Context: an optimization exercise on an open-source flow, tuned for small area. The choices shown serve that exercise and are no tape-out recipe. Only simulation tests tie the RTL to the original design; equivalence was not proved.

==> trial 63: inputs <==
// rgb_conv3x3_engine
module rgb_conv3x3_engine
#(
  parameter int DATA_WIDTH   = rgb_conv_pkg::DATA_WIDTH,
  parameter int WEIGHT_WIDTH = rgb_conv_pkg::WEIGHT_WIDTH,
  parameter int ACC_WIDTH    = rgb_conv_pkg::ACC_WIDTH,
  parameter int IMAGE_SIZE   = 224
) (
  input  logic                         clk,
  input  logic                         rst,
  input  logic                         col_valid,
  input  logic [3*DATA_WIDTH-1:0]      col_r,
  input  logic [3*DATA_WIDTH-1:0]      col_g,
  input  logic [3*DATA_WIDTH-1:0]      col_b,
  input  logic                         wt_we,
  input  logic [4:0]                   wt_addr,
  input  logic [ACC_WIDTH-1:0]         wt_data,
  output logic signed [ACC_WIDTH-1:0]  conv_out,
  output logic                         conv_valid,
  output logic [7:0]                   out_row,
  output logic [7:0]                   out_col,
  output logic                         frame_done
);
==> flow/config.mk <==
export PLATFORM = sky130hd
export DESIGN_NAME = rgb_conv3x3_engine
export DESIGN_NICKNAME = rgb_conv3x3_engine
export VERILOG_FILES = /design/flow/design.v
export SDC_FILE = /design/flow/constraint.sdc
export NUM_CORES = 4
export LEC_CHECK = 0
export CAP_MARGIN = 20
export CORE_MARGIN = 2
export CORE_UTILIZATION = 45
export PLACE_DENSITY = 0.6
export SLEW_MARGIN = 20
export SYNTH_HIERARCHICAL = 1
export SYNTH_MINIMUM_KEEP_SIZE = 0
==> flow/constraint.sdc <==
create_clock -name core_clock -period 10.0 [get_ports {clk}]
set_input_delay 2.0000 -clock core_clock [delete_from_list [all_inputs] [get_ports {clk}]]
set_output_delay 2.0000 -clock core_clock [all_outputs]
set_load 0.01 [all_outputs]
run.sh (not shown) runs the stock make flow with config.mk's settings and CLKGATE_MAP_FILE= SYNTH_SCRIPT=/design/flow/synth_recipe.tcl, a recipe that flattens the netlist after the stock synthesis.
==> inputs of build 12, as changes to trial 63 <==
CORE_UTILIZATION = 65   (was 45)
CTS_BUF_LIST = sky130_fd_sc_hd__clkbuf_4 sky130_fd_sc_hd__clkbuf_8   (was default)
GPL_TIMING_DRIVEN = 0   (was default)
PLACE_DENSITY = 0.75   (was 0.6)
==> comparison table <==
	trial 63	build 12
Worst setup timing slack at the placement stage	0.850 ns	0.877 ns
Nets	6512	6720
Drt via density	6.19	6.98
Share of cell area taken by multi-input logic gates	67.3%	67.3%
Detailed-router iteration count before antenna repair	5	10
Final clock period utilization by the worst path	90.6%	92.5%
CP max stage delay	0.72 ns	0.75 ns
Max Clock Freq	110 MHz	108 MHz
Hold_sp	res_q[1][3]$_DFF_P_	res_q[2][17]$_DFF_P_
Hold EP	res_q[2][3]$_DFF_P_	res_q[3][17]$_DFF_P_
Combined area of the multi-input logic cells	0.0438 mm²	0.0438 mm²
Maximum number of pins on one net before global-route repair	47	90
Clock transition at the registers of the reported paths	0.07 ns	0.06 ns
Vias	40042	42850
Count of fill cells added during filler insertion	11595	6127
Worst-Margin Slew	1.24 ns	1.24 ns
Clock period minus final worst setup slack	9.06 ns	9.25 ns
Number of port buffers	146	144
Buffers outside the clock class	225	411
Length in cells of the worst reg-to-reg path	16	18
Status	finished clean	finished clean

==> fjord <==
rgb_conv3x3_engine, a different RTL version from the one above (not shown whole).
==> flow/design.v (excerpt) <==
module rgb_conv3x3_engine
#(
  parameter int DATA_WIDTH   = rgb_conv_pkg::DATA_WIDTH,
  parameter int WEIGHT_WIDTH = rgb_conv_pkg::WEIGHT_WIDTH,
  parameter int ACC_WIDTH    = rgb_conv_pkg::ACC_WIDTH,
  parameter int IMAGE_SIZE   = 224
) (
  input  logic                         clk,
  input  logic                         rst,
  input  logic                         col_valid,
  input  logic [3*DATA_WIDTH-1:0]      col_r,
  input  logic [3*DATA_WIDTH-1:0]      col_g,
  input  logic [3*DATA_WIDTH-1:0]      col_b,
  input  logic                         wt_we,
  input  logic [4:0]                   wt_addr,
  input  logic [ACC_WIDTH-1:0]         wt_data,
  output logic signed [ACC_WIDTH-1:0]  conv_out,
  output logic                         conv_valid,
  output logic [7:0]                   out_row,
  output logic [7:0]                   out_col,
  output logic                         frame_done
);
clock: 10.0 ns
lec_check: 0
cap_margin: 20
core_margin: 2
core_utilization: 45
place_density: 0.6
slew_margin: 20
synth_hierarchical: 1
synth_minimum_keep_size: 0
standard.sh (not shown) runs the stock make flow with config.mk's settings and CLKGATE_MAP_FILE= SYNTH_SCRIPT=/design/flow/synth_recipe.tcl, a recipe that flattens the netlist after the stock synthesis.
==> flow/flow/run.sh <==
#!/bin/bash
set -euo pipefail
export BUFFER_PORTS_ARGS="-buffer_cell sky130_fd_sc_hd__buf_1"
export CTS_ARGS="-sink_clustering_enable -repair_clock_nets -dont_use_dummy_load -buf_list sky130_fd_sc_hd__clkbuf_8 -sink_clustering_size 12 -sink_clustering_max_diameter 70"
bash standard.sh > flow_make.log 2>&1
==> inputs of violet, as changes to fjord <==
--- a/flow/design.v
+++ b/flow/design.v
@@ -1963,58 +1963,58 @@
   assign s3441 = bias_n_i[20] ^ c3440;
   assign c3442 = bias_n_i[20] & c3440;
   assign s3443 = bias_n_i[21] ^ c3442;
   assign c3444 = bias_n_i[21] & c3442;
   assign s3445 = bias_n_i[22] ^ c3444;
   assign c3446 = bias_n_i[22] & c3444;
   assign s3447 = 1'b0 ^ bias_n_i[23] ^ c3446;
-  assign s3448 = ~(s23 ^ s25);
-  assign c3449 = s23 | s25;
+  conv3x3_xnor u_s3448 (.a(s23), .b(s25), .y(s3448));
+  conv3x3_or u_c3449 (.a(s23), .b(s25), .y(c3449));
   conv3x3_fa u_s3450 (.a(s89), .b(s91), .c(c3449), .s(s3450), .co(c3451));
-  assign s3452 = ~(c3451 ^ s205);
-  assign c3453 = c3451 | s205;
+  conv3x3_xnor u_s3452 (.a(c3451), .b(s205), .y(s3452));
+  conv3x3_or u_c3453 (.a(c3451), .b(s205), .y(c3453));
   conv3x3_fa u_s3454 (.a(c3453), .b(s369), .c(s367), .s(s3454), .co(c3455));
   conv3x3_fa u_s3456 (.a(s585), .b(c3455), .c(s583), .s(s3456), .co(c3457));
-  assign s3458 = ~(c3457 ^ s855);
-  assign c3459 = c3457 | s855;
-  assign s3460 = ~(c3459 ^ s1179);
-  assign c3461 = c3459 | s1179;
+  conv3x3_xnor u_s3458 (.a(c3457), .b(s855), .y(s3458));
+  conv3x3_or u_c3459 (.a(c3457), .b(s855), .y(c3459));
+  conv3x3_xnor u_s3460 (.a(c3459), .b(s1179), .y(s3460));
+  conv3x3_or u_c3461 (.a(c3459), .b(s1179), .y(c3461));
   conv3x3_fa u_s3462 (.a(s1557), .b(c3461), .c(c1180), .s(s3462), .co(c3463));
   conv3x3_fa u_s3464 (.a(s1935), .b(c3463), .c(c1558), .s(s3464), .co(c3465));
   assign cs_o = {c3465, s3439, s3437, s3417, s3337, s3071, s2595, s2285, s3447, s3445, s3443, s3441, c3438, c3432, s3431, c3392, s3391, c3232, s3231, c2860, s2859, c2286, c1936, s3464, s3462, s3460, s3458, s3456, s3454, s3452, s3450, s3448};
 endmodule
 module conv3x3_final_add (
   input  logic [31:0] cs_i,
   output logic [23:0] sum_o
 );
   wire hs0, hc0, hs1, hc1, hs2, hc2, hs3, hc3, hs4, hc4, hs5, hc5, hs6, hc6, hs7, hc7;
   wire hs8, hc8, hs9, hc9, hs10, hc10, hs11, hc11, hs12, hc12, hs13, hc13, hs14;
   conv3x3_fa u_hs0 (.a(cs_i[9]), .b(cs_i[24]), .c(cs_i[31]), .s(hs0), .co(hc0));
   conv3x3_fa u_hs1 (.a(cs_i[10]), .b(cs_i[25]), .c(hc0), .s(hs1), .co(hc1));
-  assign hs2 = ~(cs_i[11] ^ hc1);
-  assign hc2 = cs_i[11] | hc1;
+  conv3x3_xor u_hs2 (.a(cs_i[11]), .b(hc1), .y(hs2));
+  conv3x3_or u_hc2 (.a(cs_i[11]), .b(hc1), .y(hc2));
   conv3x3_fa u_hs3 (.a(cs_i[12]), .b(cs_i[26]), .c(hc2), .s(hs3), .co(hc3));
-  assign hs4 = ~(cs_i[13] ^ hc3);
-  assign hc4 = cs_i[13] | hc3;
+  conv3x3_xor u_hs4 (.a(cs_i[13]), .b(hc3), .y(hs4));
+  conv3x3_or u_hc4 (.a(cs_i[13]), .b(hc3), .y(hc4));
   conv3x3_fa u_hs5 (.a(cs_i[14]), .b(cs_i[27]), .c(hc4), .s(hs5), .co(hc5));
-  assign hs6 = ~(cs_i[15] ^ hc5);
-  assign hc6 = cs_i[15] | hc5;
+  conv3x3_xor u_hs6 (.a(cs_i[15]), .b(hc5), .y(hs6));
+  conv3x3_or u_hc6 (.a(cs_i[15]), .b(hc5), .y(hc6));
   conv3x3_fa u_hs7 (.a(cs_i[16]), .b(cs_i[28]), .c(hc6), .s(hs7), .co(hc7));
-  assign hs8 = ~(cs_i[17] ^ hc7);
-  assign hc8 = cs_i[17] | hc7;
+  conv3x3_xor u_hs8 (.a(cs_i[17]), .b(hc7), .y(hs8));
+  conv3x3_or u_hc8 (.a(cs_i[17]), .b(hc7), .y(hc8));
   conv3x3_fa u_hs9 (.a(cs_i[18]), .b(cs_i[29]), .c(hc8), .s(hs9), .co(hc9));
   conv3x3_fa u_hs10 (.a(cs_i[19]), .b(cs_i[30]), .c(hc9), .s(hs10), .co(hc10));
-  assign hs11 = ~(cs_i[20] ^ hc10);
-  assign hc11 = cs_i[20] | hc10;
-  assign hs12 = ~(cs_i[21] ^ hc11);
-  assign hc12 = cs_i[21] | hc11;
-  assign hs13 = ~(cs_i[22] ^ hc12);
-  assign hc13 = cs_i[22] | hc12;
-  assign hs14 = ~(cs_i[23] ^ hc13);
-  assign sum_o = ~{hs14, hs13, hs12, hs11, hs10, hs9, hs8, hs7, hs6, hs5, hs4, hs3, hs2, hs1, hs0, cs_i[8:0]};
+  conv3x3_xor u_hs11 (.a(cs_i[20]), .b(hc10), .y(hs11));
+  conv3x3_or u_hc11 (.a(cs_i[20]), .b(hc10), .y(hc11));
+  conv3x3_xor u_hs12 (.a(cs_i[21]), .b(hc11), .y(hs12));
+  conv3x3_or u_hc12 (.a(cs_i[21]), .b(hc11), .y(hc12));
+  conv3x3_xor u_hs13 (.a(cs_i[22]), .b(hc12), .y(hs13));
+  conv3x3_or u_hc13 (.a(cs_i[22]), .b(hc12), .y(hc13));
+  conv3x3_xor u_hs14 (.a(cs_i[23]), .b(hc13), .y(hs14));
+  assign sum_o = {hs14, hs13, hs12, hs11, ~hs10, ~hs9, hs8, ~hs7, hs6, ~hs5, hs4, ~hs3, hs2, ~hs1, ~hs0, ~cs_i[8:0]};
 endmodule
 module conv3x3_pp (
   input  logic [215:0] pix_i,
   input  logic [215:0] wt_i,
   output logic [1727:0] pp_o
 );
   assign pp_o[0] = ~(pix_i[0] & wt_i[0]);
@@ -3751,14 +3751,23 @@
   input  logic b,
   input  logic c,
   output logic s,
   output logic co
 );
   assign {co, s} = a + b + c;
 endmodule
+module conv3x3_xor (input logic a, input logic b, output logic y);
+  assign y = a ^ b;
+endmodule
+module conv3x3_xnor (input logic a, input logic b, output logic y);
+  assign y = ~(a ^ b);
+endmodule
+module conv3x3_or (input logic a, input logic b, output logic y);
+  assign y = a | b;
+endmodule
 module rgb_conv3x3_engine
 #(
   parameter int DATA_WIDTH   = rgb_conv_pkg::DATA_WIDTH,
   parameter int WEIGHT_WIDTH = rgb_conv_pkg::WEIGHT_WIDTH,
   parameter int ACC_WIDTH    = rgb_conv_pkg::ACC_WIDTH,
   parameter int IMAGE_SIZE   = 224
 ) (
==> flow/flow/run.sh (replaced) <==
#!/bin/bash
set -euo pipefail
export BUFFER_PORTS_ARGS="-buffer_cell sky130_fd_sc_hd__buf_1"
export CTS_ARGS="-sink_clustering_enable -repair_clock_nets -dont_use_dummy_load -buf_list sky130_fd_sc_hd__clkbuf_16 -sink_clustering_size 25 -sink_clustering_max_diameter 120"
bash standard.sh > flow_make.log 2>&1
CORE_UTILIZATION = 70   (was 45)
PLACE_DENSITY = 0.8   (was 0.6)
==> inputs of yarrow, as changes to fjord <==
--- a/flow/design.v
+++ b/flow/design.v
@@ -1,23 +1,23 @@
 package rgb_conv_pkg;
   localparam int DATA_WIDTH   = 8;
   localparam int WEIGHT_WIDTH = 8;
   localparam int ACC_WIDTH    = 24;
   localparam int NUM_TAPS     = 27;
   localparam int BIAS_ADDR    = 27;
-  localparam int CS_WIDTH     = 32;
+  localparam int CS_WIDTH     = 29;
   function automatic integer tap_idx(input integer ch, input integer ky, input integer kx);
     tap_idx = ch * 9 + ky * 3 + kx;
   endfunction
 endpackage
 module conv3x3_channel_mac (
   input  logic [215:0] pix_i,
   input  logic [215:0] wt_i,
   input  logic [23:0]  bias_n_i,
-  output logic [31:0]  cs_o
+  output logic [28:0]  cs_o
 );
   wire [1727:0] pp;
   conv3x3_pp u_pp (.pix_i(pix_i), .wt_i(wt_i), .pp_o(pp));
   wire s1, c2, s3, c4, s5, c6, s7, c8, s9, c10, s11, c12, s13, c14, s15, c16;
   wire s17, c18, s19, c20, s21, c22, s23, c24, s25, c26, s27, c28, s29, c30, s31, c32;
   wire s33, c34, s35, c36, s37, c38, s39, c40, s41, c42, s43, c44, s45, c46, s47, c48;
   wire s49, c50, s51, c52, s53, c54, s55, c56, s57, c58, s59, c60, s61, c62, s63, c64;
@@ -229,15 +229,16 @@
   wire s3345, c3346, s3347, c3348, s3349, c3350, s3351, c3352, s3353, c3354, s3355, c3356, s3357, c3358, s3359, c3360;
   wire s3361, c3362, s3363, c3364, s3365, c3366, s3367, c3368, s3369, c3370, s3371, c3372, s3373, c3374, s3375, c3376;
   wire s3377, c3378, s3379, c3380, s3381, c3382, s3383, c3384, s3385, c3386, s3387, c3388, s3389, c3390, s3391, c3392;
   wire s3393, c3394, s3395, c3396, s3397, c3398, s3399, c3400, s3401, c3402, s3403, c3404, s3405, c3406, s3407, c3408;
   wire s3409, c3410, s3411, c3412, s3413, c3414, s3415, c3416, s3417, c3418, s3419, c3420, s3421, c3422, s3423, c3424;
   wire s3425, c3426, s3427, c3428, s3429, c3430, s3431, c3432, s3433, c3434, s3435, c3436, s3437, c3438, s3439, c3440;
   wire s3441, c3442, s3443, c3444, s3445, c3446, s3447, s3448, c3449, s3450, c3451, s3452, c3453, s3454, c3455, s3456;
-  wire c3457, s3458, c3459, s3460, c3461, s3462, c3463, s3464, c3465;
+  wire c3457, s3458, c3459, s3460, c3461, s3462, c3463, s3464, c3465, s3466, c3467, s3468, c3469, s3470, c3471, s3472;
+  wire c3473, s3474, c3475;
   conv3x3_fa u_s1 (.a(pp[0]), .b(pp[64]), .c(bias_n_i[0]), .s(s1), .co(c2));
   conv3x3_fa u_s3 (.a(pp[256]), .b(pp[384]), .c(pp[192]), .s(s3), .co(c4));
   conv3x3_fa u_s5 (.a(pp[576]), .b(pp[640]), .c(pp[448]), .s(s5), .co(c6));
   conv3x3_fa u_s7 (.a(pp[832]), .b(pp[960]), .c(pp[768]), .s(s7), .co(c8));
   conv3x3_fa u_s9 (.a(pp[1152]), .b(pp[1216]), .c(pp[1024]), .s(s9), .co(c10));
   conv3x3_fa u_s11 (.a(pp[1408]), .b(pp[1536]), .c(pp[1344]), .s(s11), .co(c12));
   conv3x3_fa u_s13 (.a(s1), .b(s3), .c(pp[1600]), .s(s13), .co(c14));
@@ -1976,45 +1977,45 @@
   conv3x3_fa u_s3456 (.a(s585), .b(c3455), .c(s583), .s(s3456), .co(c3457));
   assign s3458 = ~(c3457 ^ s855);
   assign c3459 = c3457 | s855;
   assign s3460 = ~(c3459 ^ s1179);
   assign c3461 = c3459 | s1179;
   conv3x3_fa u_s3462 (.a(s1557), .b(c3461), .c(c1180), .s(s3462), .co(c3463));
   conv3x3_fa u_s3464 (.a(s1935), .b(c3463), .c(c1558), .s(s3464), .co(c3465));
-  assign cs_o = {c3465, s3439, s3437, s3417, s3337, s3071, s2595, s2285, s3447, s3445, s3443, s3441, c3438, c3432, s3431, c3392, s3391, c3232, s3231, c2860, s2859, c2286, c1936, s3464, s3462, s3460, s3458, s3456, s3454, s3452, s3450, s3448};
+  conv3x3_fa u_s3466 (.a(s2285), .b(c3465), .c(c1936), .s(s3466), .co(c3467));
+  conv3x3_fa u_s3468 (.a(s2595), .b(c3467), .c(c2286), .s(s3468), .co(c3469));
+  assign s3470 = ~(s2859 ^ c3469);
+  assign c3471 = s2859 | c3469;
+  conv3x3_fa u_s3472 (.a(c2860), .b(c3471), .c(s3071), .s(s3472), .co(c3473));
+  assign s3474 = ~(s3231 ^ c3473);
+  assign c3475 = s3231 | c3473;
+  assign cs_o = {c3475, s3439, s3437, s3417, s3337, s3447, s3445, s3443, s3441, c3438, c3432, s3431, c3392, s3391, c3232, s3474, s3472, s3470, s3468, s3466, s3464, s3462, s3460, s3458, s3456, s3454, s3452, s3450, s3448};
 endmodule
 module conv3x3_final_add (
-  input  logic [31:0] cs_i,
+  input  logic [28:0] cs_i,
   output logic [23:0] sum_o
 );
   wire hs0, hc0, hs1, hc1, hs2, hc2, hs3, hc3, hs4, hc4, hs5, hc5, hs6, hc6, hs7, hc7;
-  wire hs8, hc8, hs9, hc9, hs10, hc10, hs11, hc11, hs12, hc12, hs13, hc13, hs14;
-  conv3x3_fa u_hs0 (.a(cs_i[9]), .b(cs_i[24]), .c(cs_i[31]), .s(hs0), .co(hc0));
-  conv3x3_fa u_hs1 (.a(cs_i[10]), .b(cs_i[25]), .c(hc0), .s(hs1), .co(hc1));
-  assign hs2 = ~(cs_i[11] ^ hc1);
-  assign hc2 = cs_i[11] | hc1;
-  conv3x3_fa u_hs3 (.a(cs_i[12]), .b(cs_i[26]), .c(hc2), .s(hs3), .co(hc3));
-  assign hs4 = ~(cs_i[13] ^ hc3);
-  assign hc4 = cs_i[13] | hc3;
-  conv3x3_fa u_hs5 (.a(cs_i[14]), .b(cs_i[27]), .c(hc4), .s(hs5), .co(hc5));
-  assign hs6 = ~(cs_i[15] ^ hc5);
-  assign hc6 = cs_i[15] | hc5;
-  conv3x3_fa u_hs7 (.a(cs_i[16]), .b(cs_i[28]), .c(hc6), .s(hs7), .co(hc7));
-  assign hs8 = ~(cs_i[17] ^ hc7);
-  assign hc8 = cs_i[17] | hc7;
-  conv3x3_fa u_hs9 (.a(cs_i[18]), .b(cs_i[29]), .c(hc8), .s(hs9), .co(hc9));
-  conv3x3_fa u_hs10 (.a(cs_i[19]), .b(cs_i[30]), .c(hc9), .s(hs10), .co(hc10));
-  assign hs11 = ~(cs_i[20] ^ hc10);
-  assign hc11 = cs_i[20] | hc10;
-  assign hs12 = ~(cs_i[21] ^ hc11);
-  assign hc12 = cs_i[21] | hc11;
-  assign hs13 = ~(cs_i[22] ^ hc12);
-  assign hc13 = cs_i[22] | hc12;
-  assign hs14 = ~(cs_i[23] ^ hc13);
-  assign sum_o = ~{hs14, hs13, hs12, hs11, hs10, hs9, hs8, hs7, hs6, hs5, hs4, hs3, hs2, hs1, hs0, cs_i[8:0]};
+  wire hs8, hc8, hs9;
+  conv3x3_fa u_hs0 (.a(cs_i[14]), .b(cs_i[24]), .c(cs_i[28]), .s(hs0), .co(hc0));
+  assign hs1 = ~(cs_i[15] ^ hc0);
+  assign hc1 = cs_i[15] | hc0;
+  conv3x3_fa u_hs2 (.a(cs_i[16]), .b(cs_i[25]), .c(hc1), .s(hs2), .co(hc2));
+  assign hs3 = ~(cs_i[17] ^ hc2);
+  assign hc3 = cs_i[17] | hc2;
+  conv3x3_fa u_hs4 (.a(cs_i[18]), .b(cs_i[26]), .c(hc3), .s(hs4), .co(hc4));
+  conv3x3_fa u_hs5 (.a(cs_i[19]), .b(cs_i[27]), .c(hc4), .s(hs5), .co(hc5));
+  assign hs6 = ~(cs_i[20] ^ hc5);
+  assign hc6 = cs_i[20] | hc5;
+  assign hs7 = ~(cs_i[21] ^ hc6);
+  assign hc7 = cs_i[21] | hc6;
+  assign hs8 = ~(cs_i[22] ^ hc7);
+  assign hc8 = cs_i[22] | hc7;
+  assign hs9 = ~(cs_i[23] ^ hc8);
+  assign sum_o = ~{hs9, hs8, hs7, hs6, hs5, hs4, hs3, hs2, hs1, hs0, cs_i[13:0]};
 endmodule
 module conv3x3_pp (
   input  logic [215:0] pix_i,
   input  logic [215:0] wt_i,
   output logic [1727:0] pp_o
 );
   assign pp_o[0] = ~(pix_i[0] & wt_i[0]);
==> flow/run.sh (new file) <==
#!/bin/bash
# synth_recipe.tcl (not shown) runs the flow's synth.tcl, then flattens the netlist and writes it again
# the make line also repeats each setting of config.mk as NAME=value (left out here)
make -C /OpenROAD-flow-scripts/flow DESIGN_CONFIG=/design/flow/config.mk WORK_HOME=/design/flow/orfs CLKGATE_MAP_FILE= SYNTH_SCRIPT=/design/flow/synth_recipe.tcl finish
removed: flow/flow/run.sh
removed: flow/standard.sh
==> inputs of sierra, as changes to fjord <==
==> flow/run.sh (new file) <==
#!/bin/bash
# synth_recipe.tcl (not shown) runs the flow's synth.tcl, then flattens the netlist and writes it again
# the make line also repeats each setting of config.mk as NAME=value (left out here)
make -C /OpenROAD-flow-scripts/flow DESIGN_CONFIG=/design/flow/config.mk WORK_HOME=/design/flow/orfs CLKGATE_MAP_FILE= SYNTH_SCRIPT=/design/flow/synth_recipe.tcl finish
removed: flow/flow/run.sh
removed: flow/standard.sh
==> impl_metrics.json <==
{
  "status": "timing/DRC/antenna clean",
  "worst-slew-pin-transition_ns": 1.12,
  "die-area_um2": 133000,
  "nFlopsAndLatches": 516,
  "holdWs_ns": 0.325,
  "start_util_pct": 45.3,
  "insertion_delay_ns": 0.75,
  "clock_skew_ns": 0.0733,
  "fin_crit_sh_pct": 87.6,
  "clk_share_pct": 3.34,
  "vias": 38923,
  "layout_setup_ws_ns": 1.24,
  "grtUsageMet2_pct": 63.9,
  "synth_top_area_share_pct": 59.0
}
the above is filed under sierra

==> impl_metrics.json <==
{
  "status": "timing/DRC/antenna clean",
  "avgSynthCellArea_um2": 13.1,
  "buf_share_pct": 6.36,
  "start_util_pct": 45.2,
  "fin_crit_sh_pct": 98.3,
  "insertion_delay_ns": 0.70,
  "clock_skew_ns": 0.0314,
  "grtUsageMet2_pct": 61.4,
  "synth_top_area_share_pct": 59.1,
  "final_common_cell": "fa_1",
  "clk_share_pct": 3.38,
  "nFlopsAndLatches": 513,
  "holdWs_ns": 0.324,
  "cts_buffers": 66,
  "layout_setup_ws_ns": 0.174,
  "die-area_um2": 133000,
  "worst-slew-pin-transition_ns": 1.15,
  "syn_to_final_growth_pct": 12.7,
  "vias": 39809,
  "hold_depth": 0,
  "path_buf_inv": 6
}
the above is filed under yarrow

==> impl_metrics.json <==
{
  "clk_share_pct": 1.37,
  "fin_crit_sh_pct": 86.7,
  "synth_top_area_share_pct": 59.0,
  "rrSetupSlack_ns": 1.33,
  "status": "timing/DRC/antenna clean",
  "grtUsageMet2_pct": 61.7,
  "worst-slew-pin-transition_ns": 1.15,
  "multi_input_area_um2": 42900,
  "clock_skew_ns": 0.161,
  "avgSynthCellArea_um2": 13.1,
  "insertion_delay_ns": 0.84,
  "nFlopsAndLatches": 516,
  "layout_setup_ws_ns": 1.33,
  "start_util_pct": 45.3,
  "synth_most_common_cell": "fa_1",
  "holdWs_ns": 0.327,
  "die-area_um2": 133000,
  "vias": 38717
}
the above is filed under fjord

==> impl_metrics.json <==
{
  "fin_crit_sh_pct": 86.0,
  "clock_skew_ns": 0.0567,
  "nFlopsAndLatches": 516,
  "layout.cells.non_filler": 5520,
  "holdWs_ns": 0.292,
  "clk_share_pct": 1.12,
  "die-area_um2": 86000,
  "synth_top_area_share_pct": 59.0,
  "status": "timing/DRC/antenna clean",
  "layout_setup_ws_ns": 1.40,
  "vias": 40668,
  "insertion_delay_ns": 0.68,
  "seqCellArea_um2": 14200,
  "worst-slew-pin-transition_ns": 1.32,
  "start_util_pct": 70.3
}
the above is filed under violet

-- separate check: timing with driven ports --
The results above use ideal ports. As a check the final layouts listed here were re-extracted and re-timed, cells and wires unchanged.
Step 1: set_driving_cell puts a clkbuf_16 on clk and a buf_2 on each other input, an assumption about the parent block.
Step 2 also shifts input and output timing later by t, the mid clock arrival at the registers, as if the neighbouring blocks saw the same clock.
Three values: no drivers, after step 1, after step 2; two values: the first two.
run | shift t [ns] | slack for setup (ns) | worst hold slack (ns) | worst setup path after step 2
trial 63 | 0.769 | 0.943 / 0.943 / 0.782 | 0.325 / 0.325 / 0.325 | input to register
build 12 | 0.894 | 0.749 / 0.749 / 0.714 | 0.295 / 0.295 / 0.295 | input to register
fjord | 0.839 | 1.333 / 1.333 / 0.914 | 0.327 / 0.327 / 0.327 | input to register
violet | 0.730 | 1.403 / 1.403 / 1.006 | 0.292 / 0.292 / 0.292 | input to register
yarrow | 0.772 | 0.174 / 0.174 / -0.421 | 0.324 / 0.324 / 0.324 | input to register
sierra | 0.804 | 1.241 / 1.241 / 0.613 | 0.325 / 0.325 / 0.325 | input to register
With both steps, setup timing fails in yarrow, where it was met with ideal ports. For sierra, which loses most, drivers alone change the setup slack by 0.000 ns; drivers and shift together by -0.628 ns.
